This design comes from an exercise in tuning for small area, a short achievable clock period and few clock cycles per item on the open sky130 flow, not from production work. RTL that was checked went through simulation tests only; none was proved equivalent to the original.

==> wip/zinc <==
==> flow/design.v (excerpt) <==
module five_phase_stepper_follower #(
	parameter int unsigned CURVE_POINTS = 6
) (
	input  logic                      clk,
	input  logic                      arst_n,
	input  logic                      item_valid,
	output logic                      item_ready,
	input  logic signed [COUNT_W-1:0] item_target_count,
	output logic                      result_valid,
	input  logic                      result_ready,
	output logic signed [COUNT_W-1:0] result_position,
	output logic [PHASE_W-1:0]        result_phase_index,
	output logic [DUTY_W-1:0]         result_duty_a,
	output logic [DUTY_W-1:0]         result_duty_b,
	output logic [DUTY_W-1:0]         result_duty_c,
	output logic [DUTY_W-1:0]         result_duty_d,
	output logic [DUTY_W-1:0]         result_duty_e,
	input  logic                      cfg_valid,
	output logic                      cfg_ready,
	input  logic [CFG_IDX_W-1:0]      cfg_index,
	input  logic [POINT_W-1:0]        cfg_data
);
Settings: LEC_CHECK=0, CAP_MARGIN=20, CORE_MARGIN=2, CORE_UTILIZATION=40, SLEW_MARGIN=20; clock period 11.0 ns.
run.sh (not shown) runs the stock make flow with config.mk's settings and CLKGATE_MAP_FILE= SYNTH_SCRIPT=/design/flow/synth_recipe.tcl, a recipe that flattens the netlist after the stock synthesis.
==> wip/garnet (differences from wip/zinc) <==
--- a/flow/design.v
+++ b/flow/design.v
@@ -36,22 +36,16 @@
 	output logic [DUTY_W-1:0]         result_duty_d,
 	output logic [DUTY_W-1:0]         result_duty_e,
 	input  logic                      cfg_valid,
 	output logic                      cfg_ready,
 	input  logic [CFG_IDX_W-1:0]      cfg_index,
 	input  logic [POINT_W-1:0]        cfg_data
 );
-	localparam logic [7:0] STEP_CUT = 8'b0111_1111;
-	function automatic int unsigned cuts_below(input int unsigned n);
-		cuts_below = 0;
-		for (int unsigned i = 0; i < n; i++) begin
-			if (STEP_CUT[i]) cuts_below = cuts_below + 1;
-		end
-	endfunction
-	localparam int unsigned NDIV = cuts_below(7);
+	localparam logic [15:0] DIV_CUT = 16'b0010_1010_1010_1010;
+	localparam int unsigned NDIV = $countones(DIV_CUT[14:0]);
 	function automatic logic [PHASES-1:0] phase_pattern(input logic [PHASE_W-1:0] idx);
 		case (idx)
 			4'd0:    phase_pattern = 5'b00011;
 			4'd1:    phase_pattern = 5'b00010;
 			4'd2:    phase_pattern = 5'b00110;
 			4'd3:    phase_pattern = 5'b00100;
 			4'd4:    phase_pattern = 5'b01100;
@@ -138,19 +132,32 @@
 		if (item_valid && item_ready) begin
 			t0_q <= item_target_count;
 		end
 	end
 	logic                      v1_q;
 	logic [SPEED_W-1:0]        s1_s;
 	logic                      s1_neg;
+	logic signed [COUNT_W-1:0] last_int_q;
+	logic [PHASE_W-1:0]        idx_q;
 	logic signed [COUNT_W-1:0] new_int;
+	logic [PHASE_W-1:0]        idx_next;
 	logic [TABLE_REGS-1:0]     below;
 	logic [2:0]                b_seg;
 	assign new_int = pos_q[POS_W-1:FRAC_W] + COUNT_W'(pos_q[POS_W-1] && (pos_q[FRAC_W-1:0] != '0));
 	always_comb begin
+		idx_next = idx_q;
+		if (new_int != last_int_q) begin
+			if (s1_neg) begin
+				idx_next = (idx_q == PHASE_FIRST) ? PHASE_LAST : idx_q - 4'd1;
+			end else begin
+				idx_next = (idx_q >= PHASE_LAST) ? PHASE_FIRST : idx_q + 4'd1;
+			end
+		end
+	end
+	always_comb begin
 		for (int i = 0; i < TABLE_REGS; i++) begin
 			below[i] = s1_s < sp[i];
 		end
 		casez (below)
 			6'b?????1: b_seg = 3'd0;
 			6'b????10: b_seg = 3'd1;
 			6'b???100: b_seg = 3'd2;
@@ -158,49 +165,42 @@
 			6'b?10000: b_seg = 3'd4;
 			6'b100000: b_seg = 3'd5;
 			default:   b_seg = 3'd6;
 		endcase
 	end
 	always_ff @(posedge clk or negedge arst_n) begin
 		if (!arst_n) begin
-			v1_q <= 1'b0;
+			v1_q       <= 1'b0;
+			last_int_q <= '0;
+			idx_q      <= PHASE_FIRST;
 		end else if (adv_q) begin
 			v1_q <= a_go && v0_q;
+			if (v1_q) begin
+				last_int_q <= new_int;
+				idx_q      <= idx_next;
+			end
 		end
 	end
 	always_ff @(posedge clk) begin
 		if (adv_q) begin
 			s1_s   <= a_s;
 			s1_neg <= a_neg;
 		end
 	end
 	logic                      v2_q;
 	logic [SPEED_W-1:0]        s2_s;
 	logic [2:0]                s2_seg;
 	logic signed [COUNT_W-1:0] s2_pos;
-	logic                      s2_neg;
-	logic signed [COUNT_W-1:0] last_int_q;
-	logic [PHASE_W-1:0]        idx_q;
-	logic [PHASE_W-1:0]        idx_next;
-	always_comb begin
-		idx_next = idx_q;
-		if (s2_pos != last_int_q) begin
-			if (s2_neg) begin
-				idx_next = (idx_q == PHASE_FIRST) ? PHASE_LAST : idx_q - 4'd1;
-			end else begin
-				idx_next = (idx_q >= PHASE_LAST) ? PHASE_FIRST : idx_q + 4'd1;
-			end
-		end
-	end
+	logic [PHASE_W-1:0]        s2_idx;
 	logic [SPEED_W-1:0] c_x1, c_x2;
 	logic [DUTY_W-1:0]  c_y1, c_y2;
 	logic               c_int;
 	logic [SPEED_W-1:0] c_ds, c_dx;
 	logic [DUTY_W:0]    c_dy;
-	logic [8:0]         c_b1, c_b2, c_bn;
+	logic [DUTY_W-1:0]  c_dya;
 	always_comb begin
 		c_x1  = '0;
 		c_x2  = '1;
 		c_y1  = '0;
 		c_y2  = '0;
 		c_int = 1'b0;
 		for (int i = 1; i < TABLE_REGS; i++) begin
@@ -212,49 +212,33 @@
 				c_int = 1'b1;
 			end
 		end
 	end
 	assign c_ds  = c_int ? (s2_s - c_x1) : '0;
 	assign c_dx  = c_x2 - c_x1;
 	assign c_dy  = {1'b0, c_y2} - {1'b0, c_y1};
-	always_comb begin
-		logic [18:0] bx;
-		logic [2:0]  tr;
-		bx = {c_dy[DUTY_W], c_dy, 1'b0};
-		for (int i = 0; i < 9; i++) begin
-			tr = bx[2*i +: 3];
-			c_b1[i] = tr[1] ^ tr[0];
-			c_b2[i] = (tr == 3'b011) || (tr == 3'b100);
-			c_bn[i] = (tr[2] && !(tr[1] && tr[0])) ^ c_dy[DUTY_W];
-		end
-	end
+	assign c_dya = c_dy[DUTY_W] ? DUTY_W'(-c_dy) : c_dy[DUTY_W-1:0];
 	always_ff @(posedge clk or negedge arst_n) begin
 		if (!arst_n) begin
-			v2_q       <= 1'b0;
-			last_int_q <= '0;
-			idx_q      <= PHASE_FIRST;
+			v2_q <= 1'b0;
 		end else if (adv_q) begin
 			v2_q <= v1_q;
-			if (v2_q) begin
-				last_int_q <= s2_pos;
-				idx_q      <= idx_next;
-			end
 		end
 	end
 	always_ff @(posedge clk) begin
 		if (adv_q) begin
 			s2_s   <= s1_s;
 			s2_seg <= b_seg;
 			s2_pos <= new_int;
-			s2_neg <= s1_neg;
+			s2_idx <= idx_next;
 		end
 	end
 	logic                      v3_q;
 	logic [SPEED_W-1:0]        s3_ds, s3_dx;
-	logic [8:0]                s3_b1, s3_b2, s3_bn;
+	logic [DUTY_W-1:0]         s3_dya;
 	logic                      s3_neg;
 	logic [2:0]                s3_seg;
 	logic signed [COUNT_W-1:0] s3_pos;
 	logic [PHASE_W-1:0]        s3_idx;
 	always_ff @(posedge clk or negedge arst_n) begin
 		if (!arst_n) begin
 			v3_q <= 1'b0;
@@ -262,51 +246,33 @@
 			v3_q <= v2_q;
 		end
 	end
 	always_ff @(posedge clk) begin
 		if (adv_q) begin
 			s3_ds  <= c_ds;
 			s3_dx  <= c_dx;
-			s3_b1  <= c_b1;
-			s3_b2  <= c_b2;
-			s3_bn  <= c_bn;
+			s3_dya <= c_dya;
 			s3_neg <= c_dy[DUTY_W];
 			s3_seg <= s2_seg;
 			s3_pos <= s2_pos;
-			s3_idx <= idx_next;
+			s3_idx <= s2_idx;
 		end
 	end
 	logic                      dv_v   [NDIV+1];
 	logic [SPEED_W-1:0]        dv_rem [NDIV+1];
 	logic [DUTY_W-1:0]         dv_w   [NDIV+1];
 	logic [SPEED_W-1:0]        dv_dx  [NDIV+1];
 	logic                      dv_neg [NDIV+1];
 	logic [2:0]                dv_seg [NDIV+1];
 	logic signed [COUNT_W-1:0] dv_pos [NDIV+1];
 	logic [PHASE_W-1:0]        dv_idx [NDIV+1];
-	localparam logic [POINT_W-1:0] BOOTH_K = 40'hAAAC000000;
 	logic [POINT_W-1:0] prod;
-	logic [POINT_W-1:0] bterm [9];
-	logic [POINT_W-1:0] bneg;
-	always_comb begin
-		logic [25:0] mag;
-		logic        ng;
-		bneg = '0;
-		for (int i = 0; i < 9; i++) begin
-			ng  = s3_bn[i];
-			mag = ({26{s3_b1[i]}} & {2'b00, s3_ds}) | ({26{s3_b2[i]}} & {1'b0, s3_ds, 1'b0});
-			bterm[i] = POINT_W'({!ng, (ng ? ~mag : mag)}) << (2 * i);
-			bneg[2*i] = ng;
-		end
-	end
-	assign prod = bterm[0] + bterm[1] + bterm[2] + bterm[3] + bterm[4] + bterm[5] + bterm[6]
-		+ bterm[7] + bterm[8] + bneg + BOOTH_K;
-	logic [SPEED_W-1:0] st_rem [8];
-	logic [DUTY_W-1:0]  st_w   [8];
-	logic [1:0]         st_q   [8];
+	assign prod = POINT_W'(s3_dya) * POINT_W'(s3_ds);
+	logic [SPEED_W-1:0] row_rem [16];
+	logic [DUTY_W-1:0]  row_w   [16];
 	always_ff @(posedge clk or negedge arst_n) begin
 		if (!arst_n) begin
 			dv_v[0] <= 1'b0;
 		end else if (adv_q) begin
 			dv_v[0] <= v3_q;
 		end
 	end
@@ -317,104 +283,68 @@
 			dv_dx[0]  <= s3_dx;
 			dv_neg[0] <= s3_neg;
 			dv_seg[0] <= s3_seg;
 			dv_pos[0] <= s3_pos;
 			dv_idx[0] <= s3_idx;
 		end
 	end
-	for (genvar j = 0; j < 8; j++) begin : g_step
-		localparam int unsigned K = cuts_below(j);
+	for (genvar j = 0; j < 16; j++) begin : g_row
+		localparam int unsigned K = (j == 0) ? 0 : $countones(DIV_CUT[j-1:0]);
 		logic [SPEED_W-1:0] rin;
 		logic [DUTY_W-1:0]  win;
-		logic [SPEED_W+1:0] trial;
-		logic [SPEED_W+2:0] d1, d2, d3;
-		logic [SPEED_W-1:0] dx;
-		if (j == 0 || STEP_CUT[j-1]) begin : g_src_reg
+		logic [SPEED_W:0]   trial;
+		logic [SPEED_W:0]   diff;
+		logic               ge;
+		if (j == 0 || DIV_CUT[j-1]) begin : g_src_reg
 			assign rin = dv_rem[K];
 			assign win = dv_w[K];
-		end else begin : g_src_step
-			assign rin = st_rem[j-1];
-			assign win = st_w[j-1];
-		end
-		assign dx    = dv_dx[K];
-		assign trial = {rin, win[DUTY_W-1 -: 2]};
-		assign d1 = {1'b0, trial} - (SPEED_W+3)'(dx);
-		assign d2 = {1'b0, trial} - (SPEED_W+3)'({dx, 1'b0});
-		assign d3 = {1'b0, trial} - (SPEED_W+3)'({dx, 1'b0}) - (SPEED_W+3)'(dx);
-		always_comb begin
-			if (!d3[SPEED_W+2]) begin
-				st_q[j]   = 2'd3;
-				st_rem[j] = d3[SPEED_W-1:0];
-			end else if (!d2[SPEED_W+2]) begin
-				st_q[j]   = 2'd2;
-				st_rem[j] = d2[SPEED_W-1:0];
-			end else if (!d1[SPEED_W+2]) begin
-				st_q[j]   = 2'd1;
-				st_rem[j] = d1[SPEED_W-1:0];
-			end else begin
-				st_q[j]   = 2'd0;
-				st_rem[j] = trial[SPEED_W-1:0];
-			end
-		end
-		assign st_w[j] = {win[DUTY_W-3:0], st_q[j]};
-		if (j < 7 && STEP_CUT[j]) begin : g_cut
+		end else begin : g_src_row
+			assign rin = row_rem[j-1];
+			assign win = row_w[j-1];
+		end
+		assign trial = {rin, win[DUTY_W-1]};
+		assign diff  = trial - {1'b0, dv_dx[K]};
+		assign ge    = !diff[SPEED_W] || trial[SPEED_W];
+		assign row_rem[j] = ge ? diff[SPEED_W-1:0] : trial[SPEED_W-1:0];
+		assign row_w[j]   = {win[DUTY_W-2:0], ge};
+		if (j < 15 && DIV_CUT[j]) begin : g_cut
 			always_ff @(posedge clk or negedge arst_n) begin
 				if (!arst_n) begin
 					dv_v[K+1] <= 1'b0;
 				end else if (adv_q) begin
 					dv_v[K+1] <= dv_v[K];
 				end
 			end
 			always_ff @(posedge clk) begin
 				if (adv_q) begin
-					dv_rem[K+1] <= st_rem[j];
-					dv_w[K+1]   <= st_w[j];
+					dv_rem[K+1] <= row_rem[j];
+					dv_w[K+1]   <= row_w[j];
 					dv_dx[K+1]  <= dv_dx[K];
 					dv_neg[K+1] <= dv_neg[K];
 					dv_seg[K+1] <= dv_seg[K];
 					dv_pos[K+1] <= dv_pos[K];
 					dv_idx[K+1] <= dv_idx[K];
 				end
 			end
 		end
 	end
-	logic                      fq_v;
-	logic [DUTY_W-1:0]         fq_q;
-	logic                      fq_neg;
-	logic [2:0]                fq_seg;
-	logic signed [COUNT_W-1:0] fq_pos;
-	logic [PHASE_W-1:0]        fq_idx;
-	always_ff @(posedge clk or negedge arst_n) begin
-		if (!arst_n) begin
-			fq_v <= 1'b0;
-		end else if (adv_q) begin
-			fq_v <= dv_v[NDIV];
-		end
-	end
-	always_ff @(posedge clk) begin
-		if (adv_q) begin
-			fq_q   <= st_w[7];
-			fq_neg <= dv_neg[NDIV];
-			fq_seg <= dv_seg[NDIV];
-			fq_pos <= dv_pos[NDIV];
-			fq_idx <= dv_idx[NDIV];
-		end
-	end
+	logic [DUTY_W-1:0] q_fin;
 	logic [DUTY_W-1:0] f_base;
 	logic [DUTY_W-1:0] f_duty;
 	logic              push;
+	assign q_fin = row_w[15];
 	always_comb begin
 		f_base = du[0];
 		for (int i = 1; i < TABLE_REGS; i++) begin
-			if (fq_seg == 3'(i)) f_base = du[i-1];
+			if (dv_seg[NDIV] == 3'(i)) f_base = du[i-1];
 		end
-		if (fq_seg == 3'd6) f_base = du[TABLE_REGS-1];
+		if (dv_seg[NDIV] == 3'd6) f_base = du[TABLE_REGS-1];
 	end
-	assign f_duty = fq_neg ? (f_base - fq_q) : (f_base + fq_q);
-	assign push   = adv_q && fq_v;
+	assign f_duty = dv_neg[NDIV] ? (f_base - q_fin) : (f_base + q_fin);
+	assign push   = adv_q && dv_v[NDIV];
 	logic signed [COUNT_W-1:0] r_pos, s_pos;
 	logic [PHASE_W-1:0]        r_idx, s_idx;
 	logic [PHASES-1:0]         r_pat, s_pat;
 	logic [DUTY_W-1:0]         r_duty, s_duty;
 	logic                      pop;
 	logic                      load_r_new, load_r_skid, load_s;
 	assign pop          = rv_q && result_ready;
@@ -435,23 +365,23 @@
 	always_ff @(posedge clk) begin
 		if (load_r_skid) begin
 			r_pos  <= s_pos;
 			r_idx  <= s_idx;
 			r_pat  <= s_pat;
 			r_duty <= s_duty;
 		end else if (load_r_new) begin
-			r_pos  <= fq_pos;
-			r_idx  <= fq_idx;
-			r_pat  <= phase_pattern(fq_idx);
+			r_pos  <= dv_pos[NDIV];
+			r_idx  <= dv_idx[NDIV];
+			r_pat  <= phase_pattern(dv_idx[NDIV]);
 			r_duty <= f_duty;
 		end
 		if (load_s) begin
-			s_pos  <= fq_pos;
-			s_idx  <= fq_idx;
-			s_pat  <= phase_pattern(fq_idx);
+			s_pos  <= dv_pos[NDIV];
+			s_idx  <= dv_idx[NDIV];
+			s_pat  <= phase_pattern(dv_idx[NDIV]);
 			s_duty <= f_duty;
 		end
 	end
 	assign result_valid       = rv_q;
 	assign result_position    = r_pos;
 	assign result_phase_index = r_idx;
 	assign result_duty_a      = r_pat[0] ? r_duty : '0;
==> run summary <==
metric                                                         wip/garnet                 wip/zinc
Routed length on met2                                           128900 µm                153100 µm
Tapcell Cnt                                                          3496                     3762
Placed Instance Area                                           0.1110 mm²               0.1201 mm²
Net count after synthesis                                           11190                    12500
Met1 routing resource usage after global routing                   26.80%                   28.75%
Worst reg-to-reg setup slack                                      0.94 ns                  2.66 ns
Result of the run                                 complete, no violations  complete, no violations
Cell with the most instances on the worst path                     a21o_1                   nor2_1
First-pass GRT wire length                                      425200 µm                494500 µm
Global Route met3 Usage                                            2.630%                   2.480%
Count of multi-input gates                                           7003                     8245
Hold Startpoint                                      dv_w[5][2]$_DFFE_PP_      dv_neg[5]$_DFFE_PP_
Shortest period the worst path allows                            10.06 ns                 8.336 ns
Endpoint, Worst Hold                                 dv_w[6][4]$_DFFE_PP_      dv_neg[6]$_DFFE_PP_
Area growth from synthesis to final layout                         11.56%                   10.81%
Post-detailed-route via-to-cell ratio                               5.419                    5.647
Testbench counts of wip/zinc, summed over its fixed seeds: cycles 10,496, items 9,600.
For wip/garnet, only the layout was checked, not whether the RTL still works.

[static timing again, ports no longer ideal]
In the flow no input, the clock included, has a driving cell. The finished layouts below were timed again as built, in two steps.
Step 1, drivers: a clkbuf_16 drives clk and a buf_2 each remaining input, both assumed.
Step 2 also shifts input and output timing later by t, the mid clock arrival at the registers, as if the neighbouring blocks saw the same clock.
a / b / c = ideal ports / drivers / drivers and shift; a / b = the first two.
run | shift t [ns] | setup slack, ns | worst setup path after step 2 | worst slew at a driven data input, ns | cell pins on the clock port's net
wip/zinc | 0.931 | 2.664 / 2.664 / 2.664 | register to register | 0.17 | 1
wip/garnet | 0.903 | 0.940 / 0.940 / 0.940 | register to register | 0.23 | 1
After both steps every run listed still meets setup and hold.
